This design comes from an exercise in tuning for small area, a short achievable clock period and few clock cycles per item on the open sky130 flow, not from production work. The RTL was checked by simulation tests, not by an equivalence proof against the original design. The clock port is modelled as an ideal driver; clocking choices that lean on that would not hold on a real chip. Power is estimated from default activity; no workload was simulated.

run 1:
// iq_corr_accum
module iq_corr_accum
#(
    parameter int LOG2_N = 4
) (
    input  logic               clk,
    input  logic               rst_n,
    input  logic               clr,
    input  logic               s_valid,
    output logic               s_ready,
    input  logic signed [15:0] s_xi,
    input  logic signed [15:0] s_xq,
    input  logic signed [15:0] s_ri,
    input  logic signed [15:0] s_rq,
    output logic               m_valid,
    input  logic               m_ready,
    output logic signed [63:0] m_wi,
    output logic signed [63:0] m_wq,
    output iq_corr_pkg::slot_state_t o_dbg_slot
);
    localparam int CNT_W = (LOG2_N == 0) ? 1 : LOG2_N;
    localparam logic [CNT_W-1:0] CNT_LAST = CNT_W'((1 << LOG2_N) - 1);
    logic [CNT_W-1:0] r_cnt;
    logic             r_first1, r_last1;          
    logic             r_done;                     
    iq_corr_pkg::slot_state_t r_state;
    logic [15:0]      r_xi, r_xq;                 
    logic [7:0]       r_ri_one, r_ri_two, r_ri_neg;
    logic [7:0]       r_rq_one, r_rq_two, r_rq_neg;
    logic [7:0]       r_rq_nneg;                  
    logic [36:0]      r_ti_s, r_ti_c, r_tq_s, r_tq_c;   
    logic [36:0]      r_wi, r_wq;                 
    logic             w_full, w_last, w_accept, w_clear;
    logic             r_hold_a, r_hold_b;
    logic [CNT_W-1:0] w_cnt_nxt;
    logic             w_full_nxt;
    logic [7:0]       w_ri_one, w_ri_two, w_ri_neg, w_rq_one, w_rq_two, w_rq_neg;
  ...
Size in the first run: ~3000 cells after synthesis, roughly 310 flip-flops, roughly 200 I/O pins, ~34000 µm² of cells after synthesis.
==> flow/config.mk <==
export PLATFORM = sky130hd
export DESIGN_NAME = iq_corr_accum
export DESIGN_NICKNAME = iq_corr_accum
export VERILOG_FILES = /design/flow/design.v
export SDC_FILE = /design/flow/constraint.sdc
export NUM_CORES = 4
export LEC_CHECK = 0
export ABC_CLOCK_PERIOD_IN_PS = 4000
export CAP_MARGIN = 20
export CORE_MARGIN = 2
export CORE_UTILIZATION = 40
export HOLD_SLACK_MARGIN = 0.2
export SLEW_MARGIN = 20
export SYNTH_HIERARCHICAL = 1
export SYNTH_MINIMUM_KEEP_SIZE = 0
==> flow/constraint.sdc <==
create_clock -name core_clock -period 8.5 [get_ports {clk}]
set_input_delay 1.7000 -clock core_clock [delete_from_list [all_inputs] [get_ports {clk}]]
set_output_delay 1.7000 -clock core_clock [all_outputs]
set_load 0.01 [all_outputs]
standard.sh (not shown) runs the stock make flow with config.mk's settings and CLKGATE_MAP_FILE= SYNTH_SCRIPT=/design/flow/synth_recipe.tcl, a recipe that flattens the netlist after the stock synthesis.
==> flow/flow/run.sh <==
#!/bin/bash
# The standard layout (standard.sh) with two changes:
#  - the port buffers are plain buffers (buf_1) instead of the delay cells buffer_ports picks
#    by default, which the repair steps then cannot resize;
#  - after clock tree synthesis, skew.tcl delays the clock of the accumulator registers (useful
#    skew for the register-to-register multiply-accumulate paths), and timing repair aims at the
#    shorter period only from then on.
# Each step's full output goes to a log file of its own here.
set -euo pipefail
export BUFFER_PORTS_ARGS="-buffer_cell sky130_fd_sc_hd__buf_1"
SETUP_SLACK_MARGIN=0 bash standard.sh cts > flow_to_cts.log 2>&1
R=orfs/results/$FLOW_PLATFORM/iq_corr_accum/base
printf 'read_db %s\nsource flow/skew.tcl\n' "$R/4_cts.odb" > skew_run.tcl
SKEW_DB="$R/4_cts.odb" SKEW_CELLS="sky130_fd_sc_hd__clkdlybuf4s50_1 sky130_fd_sc_hd__clkbuf_8" \
  openroad -no_init -exit skew_run.tcl > skew.log 2>&1
SETUP_SLACK_MARGIN=4.65 bash standard.sh finish > flow_finish.log 2>&1
Other scripts of this flow, unchanged in this note and not shown: flow/flow/skew.tcl
Testbench counts of run 1, summed over its fixed seeds: cycles 3,090, items 3,072.
Changes in run 2 relative to run 1:
Settings: ABC_CLOCK_PERIOD_IN_PS removed (was 4000).
Results
Between run 2 and run 1, the total global-route track usage does not differ in any meaningful way. As far as worst clock skew goes, run 2 and run 1 are indistinguishable; the numbers are identical. Re worst setup slack: no difference whatsoever between run 2 and run 1. As far as fraction of met3 tracks used by global routing goes, run 2 and run 1 are indistinguishable; the numbers are identical. Comparing run 1 against run 2, there is no change at all in switching power as a share of total power. Reported for run 1 and run 2, design area turned out identical to the last digit. Run 2 -> run 1: die area delta 0, exact match. Run 2 -> run 1: wire length per cell delta 0, exact match.
Here is what was changed in the inputs of run 3 compared with run 2.
Settings: an added CTS_CLUSTER_SIZE of 20; an added CTS_CLUSTER_DIAMETER of 80; an added ABC_CLOCK_PERIOD_IN_PS of 4000.
--- a/flow/flow/run.sh
+++ b/flow/flow/run.sh
@@ -14 +14 @@
-SKEW_DB="$R/4_cts.odb" SKEW_CELLS="sky130_fd_sc_hd__clkdlybuf4s50_1 sky130_fd_sc_hd__clkbuf_8" \
+SKEW_DB="$R/4_cts.odb" SKEW_CELLS="sky130_fd_sc_hd__clkdlybuf4s50_1 sky130_fd_sc_hd__clkbuf_16" \
@@ -16 +16 @@
-SETUP_SLACK_MARGIN=4.65 bash standard.sh finish > flow_finish.log 2>&1
+SETUP_SLACK_MARGIN=4.75 bash standard.sh finish > flow_finish.log 2>&1
[summary]
Re transition time at the pin with the least slew margin: run 2 was higher than run 3. Run 3 vs run 2 — final design instance area without fill dropped slightly. After detailed routing, run 2 needs more wire than run 3. Compared with run 2, placement density in the core of run 3 is lower. Going from run 2 to run 3, fraction of area in non-clock buffers grows by 0.35 points. Between run 2 and run 3, the per-cell via count in the routed design does not differ in any meaningful way. Run 3 vs. run 2: fraction of power consumed by combinational cells went up by 1.3 points. The ratio of final minimum period to clock period in run 3 sits 0.19 points below the value recorded for run 2. Run 3 has synthesis-to-layout area growth below what run 2 had. When run 3 is set beside run 2, its switching share of total power turns out to be 0.53 points larger.
What run 4 does differently from run 3 at the input level:
Settings: CTS_CLUSTER_SIZE: 20 -> unset; CTS_CLUSTER_DIAMETER: 80 -> unset.
--- a/flow/flow/run.sh
+++ b/flow/flow/run.sh
@@ -14 +14 @@
-SKEW_DB="$R/4_cts.odb" SKEW_CELLS="sky130_fd_sc_hd__clkdlybuf4s50_1 sky130_fd_sc_hd__clkbuf_16" \
+SKEW_DB="$R/4_cts.odb" SKEW_CELLS="sky130_fd_sc_hd__clkdlybuf4s50_1 sky130_fd_sc_hd__clkbuf_8" \
Notes after the runs:
Going from run 3 to run 4, hold path depth about even; setup slack rose 0.0078 ns; portion of total power attributed to the clock network rose 1.7 points.
Wire length on met1: lower on run 3
Going from run 3 to run 4, post-layout total power increased by about 2% relative to the old numbers; number of H-tree levels increased by 1 relative to the old numbers; share of final-layout standard cells stronger than drive strength 1 increased by 0.42 points relative to the old numbers; cell count increased by 0.85% relative to the old numbers.
The utilization reported for run 4 is greater than that of run 3 by 0.38 points.
Changes in run 5 relative to run 4:
Settings: PLACE_DENSITY now 0.62, previously not set; CORE_UTILIZATION now 50, was 40.
--- a/flow/flow/run.sh
+++ b/flow/flow/run.sh
@@ -16 +16 @@
-SETUP_SLACK_MARGIN=4.75 bash standard.sh finish > flow_finish.log 2>&1
+SETUP_SLACK_MARGIN=4.65 bash standard.sh finish > flow_finish.log 2>&1
==> run notes <==
Worst-case hold slack: run 5 > run 4
Taking run 4 as the reference, in run 5 wire length increased 4.7 mm; portion of total power attributed to sequential cells decreased 1.0 points; die area decreased about 20%; chip height decreased 31 µm; cell count decreased 6.6%.
Cmp run 5 vs run 4: effective utilization at floorplan higher in run 5
Higher area of placed instances among run 4 and run 5: run 4
Summary of the comparison: number of buffer and inverter stages on the critical path is lower in run 5, relative to run 4.
### run 5 -> run 6
Settings: PLACE_DENSITY no longer set, was 0.62; HOLD_SLACK_MARGIN no longer set, was 0.2; CORE_UTILIZATION now 40, was 50.
### Flow results
In summary, run 6 completed successfully, with a layout that passed the timing, DRC and antenna checks.
Compared with run 5, run 6 shows a higher horizontal die dimension.
Between run 5 and run 6, the largest net degree at the start of global routing does not differ in any meaningful way.
Of the two values seen for critical path launch point, m_ready was produced by run 6 and r_ri_two[3] by run 5.
Post-cts repair resize count came out exactly the same in run 6 and run 5.
Routed wire length (lower): run 6
Looking at met2 wirelength from detailed routing across run 6 and run 5, the one that comes out lower is run 6.
Via count was higher in the run labelled run 5.
Run 6 vs run 5, number of fill cells went up by about 40%.
Cmp run 6 vs run 5: worst setup slack after placement lower in run 6

========
Setup of build 77:
Starting RTL as in the previous note.
// iq_corr_accum
module iq_corr_accum
#(
    parameter int LOG2_N = 4
) (
    input  logic               clk,
    input  logic               rst_n,
    input  logic               clr,
    input  logic               s_valid,
    output logic               s_ready,
    input  logic signed [15:0] s_xi,
    input  logic signed [15:0] s_xq,
    input  logic signed [15:0] s_ri,
    input  logic signed [15:0] s_rq,
    output logic               m_valid,
    input  logic               m_ready,
    output logic signed [63:0] m_wi,
    output logic signed [63:0] m_wq,
    output iq_corr_pkg::slot_state_t o_dbg_slot
);
==> flow/config.mk <==
export PLATFORM = sky130hd
export DESIGN_NAME = iq_corr_accum
export DESIGN_NICKNAME = iq_corr_accum
export VERILOG_FILES = /design/flow/design.v
export SDC_FILE = /design/flow/constraint.sdc
export NUM_CORES = 4
export LEC_CHECK = 0
export ABC_CLOCK_PERIOD_IN_PS = 4000
export CAP_MARGIN = 20
export CORE_MARGIN = 2
export CORE_UTILIZATION = 40
export CTS_CLUSTER_DIAMETER = 100
export CTS_CLUSTER_SIZE = 30
export HOLD_SLACK_MARGIN = 0.2
export SLEW_MARGIN = 20
export SYNTH_HIERARCHICAL = 1
export SYNTH_MINIMUM_KEEP_SIZE = 0
==> flow/constraint.sdc <==
create_clock -name core_clock -period 8.5 [get_ports {clk}]
set_input_delay 1.7000 -clock core_clock [delete_from_list [all_inputs] [get_ports {clk}]]
set_output_delay 1.7000 -clock core_clock [all_outputs]
set_load 0.01 [all_outputs]
==> flow/flow/run.sh <==
#!/bin/bash
# The standard layout (standard.sh) with two changes:
#  - the port buffers are plain buffers (buf_1) instead of the delay cells buffer_ports picks
#    by default, which the repair steps then cannot resize;
#  - after clock tree synthesis, skew.tcl delays the clock of the accumulator registers (useful
#    skew for the register-to-register multiply-accumulate paths), and timing repair aims at the
#    shorter period only from then on.
# Each step's full output goes to a log file of its own here.
set -euo pipefail
export BUFFER_PORTS_ARGS="-buffer_cell sky130_fd_sc_hd__buf_1"
SETUP_SLACK_MARGIN=0 bash standard.sh cts > flow_to_cts.log 2>&1
R=orfs/results/$FLOW_PLATFORM/iq_corr_accum/base
printf 'read_db %s\nsource flow/skew.tcl\n' "$R/4_cts.odb" > skew_run.tcl
SKEW_DB="$R/4_cts.odb" SKEW_CELLS="sky130_fd_sc_hd__clkdlybuf4s50_1 sky130_fd_sc_hd__clkbuf_16" \
  openroad -no_init -exit skew_run.tcl > skew.log 2>&1
SETUP_SLACK_MARGIN=4.75 bash standard.sh finish > flow_finish.log 2>&1
Other scripts of this flow, unchanged in this note and not shown: flow/flow/skew.tcl
Build 77 finished every step from synthesis to the final layout, and the layout passed the timing, DRC and antenna checks.
Testbench counts of build 77, summed over its fixed seeds: cycles 3,090, items 3,072.
Inputs modified between build 77 and build 95:
diff --git a/flow/flow/run.sh b/flow/flow/run.sh
--- a/flow/flow/run.sh
+++ b/flow/flow/run.sh
@@ -14 +14 @@
-SKEW_DB="$R/4_cts.odb" SKEW_CELLS="sky130_fd_sc_hd__clkdlybuf4s50_1 sky130_fd_sc_hd__clkbuf_16" \
+SKEW_DB="$R/4_cts.odb" SKEW_CELLS="sky130_fd_sc_hd__clkdlybuf4s50_1 sky130_fd_sc_hd__clkbuf_8" \
Notes after the runs:
- Between build 95 and build 77, the number of global-route vias before repair figures differ only marginally.
- Looking at build 95 and build 77, the global router's overall resource usage is a wash.
- Comparing build 77 against build 95, there is no change at all in flip-flop and latch count.
- | via count of the routed design | build 95 vs build 77 | ≈ equal |
- The slack of the worst reg-to-reg path in build 95 sits 0.03 ns below the value recorded for build 77.
- Build 95 against build 77: met1 track demand over resource in global routing barely changed; minimum period implied by the final worst setup slack about even; total power of the final layout went down by about 0.8%; first-pass GRT wire length ~0 delta.
- Relative contribution of sequential cells to total power (lower): build 77
Input changes introduced in build 62 (baseline for comparison: build 95):
- CTS_CLUSTER_SIZE removed (was 30)
- CTS_CLUSTER_DIAMETER removed (was 100)
- HOLD_SLACK_MARGIN removed (was 0.2)
- ABC_AREA newly set to 1
diff --git a/flow/flow/run.sh b/flow/flow/run.sh
--- a/flow/flow/run.sh
+++ b/flow/flow/run.sh
@@ -3 +3 @@
-#  - the port buffers are plain buffers (buf_1) instead of the delay cells buffer_ports picks
+#  - the port buffers are plain buffers (buf_2) instead of the delay cells buffer_ports picks
@@ -10 +10 @@
-export BUFFER_PORTS_ARGS="-buffer_cell sky130_fd_sc_hd__buf_1"
+export BUFFER_PORTS_ARGS="-buffer_cell sky130_fd_sc_hd__buf_2"
@@ -16 +16 @@
-SETUP_SLACK_MARGIN=4.75 bash standard.sh finish > flow_finish.log 2>&1
+SETUP_SLACK_MARGIN=4.65 bash standard.sh finish > flow_finish.log 2>&1
Notes after the runs:
Both conditions hold for build 62: the flow ran to the end and the final layout passed the timing, DRC and antenna checks. Non-clock buffer total of the final layout, build 62 and build 95: smaller value in build 95. Looking at fraction of standard cell area that is sequential, build 62 sits below build 95. Looking at setup slack, build 62 sits 0.070 ns below build 95. Compared with build 95, in build 62 internal power component shows an increase of 12%, half-perimeter wire length after detailed placement up 11 mm, total detailed-routing wirelength up 8.2 mm. Summary — cell count after placement, build 62 relative to build 95: higher, by about 8%. Build 95 reports its cell type of the slowest stage on the worst timing path as sky130_fd_sc_hd__buf_2 while build 62 reports sky130_fd_sc_hd__o21a_1. Build 62 vs build 95, clock group share of total power went up by 5.0 points. Changes observed in build 62 relative to build 95: ratio of final minimum period to clock period went up 0.82 points, combinational logic power went up, worst stage delay on the critical path closely matched the old numbers.

[port drivers added, routing unchanged]
The results above use ideal ports. As a check the final layouts listed here were re-extracted and re-timed, cells and wires unchanged.
Step 1 assumes that a clkbuf_16 drives the clock port and a buf_2 every other input.
Step 2, shift: input delay + t, output delay - t, t = (earliest + latest rising clock arrival at the registers) / 2. This alone moves slack from input paths to output paths.
Slacks: ideal / step 1 / step 2; pairs: ideal / step 1.
run	t (ns)	setup WS [ns]	hold WS [ns]	worst setup path after step 2	clock arrival spread, ns
run 1	0.958	4.684 / 4.661 / 4.661	0.239 / 0.239 / 0.239	input to output	0.685 / 0.685
run 2	0.958	4.684 / 4.661 / 4.661	0.239 / 0.239 / 0.239	input to output	0.685 / 0.685
run 3	0.974	4.700 / 4.661 / 4.661	0.206 / 0.206 / 0.206	input to output	0.717 / 0.718
run 4	0.955	4.708 / 4.669 / 4.669	0.234 / 0.234 / 0.234	input to output	0.683 / 0.683
run 5	0.953	4.686 / 4.650 / 4.650	0.304 / 0.304 / 0.304	input to output	0.684 / 0.684
run 6	0.959	4.683 / 4.661 / 4.661	0.035 / 0.035 / 0.035	input to output	0.687 / 0.687
build 77	0.940	4.708 / 4.669 / 4.669	0.207 / 0.207 / 0.207	input to output	0.731 / 0.730
build 95	0.934	4.709 / 4.670 / 4.670	0.227 / 0.227 / 0.227	input to output	0.719 / 0.719
build 62	0.948	4.639 / 4.601 / 4.601	0.298 / 0.298 / 0.298	input to output	0.685 / 0.686
In every run listed the clock reaches the registers at very different times; t lies between them, and the last value is a rough guide only.
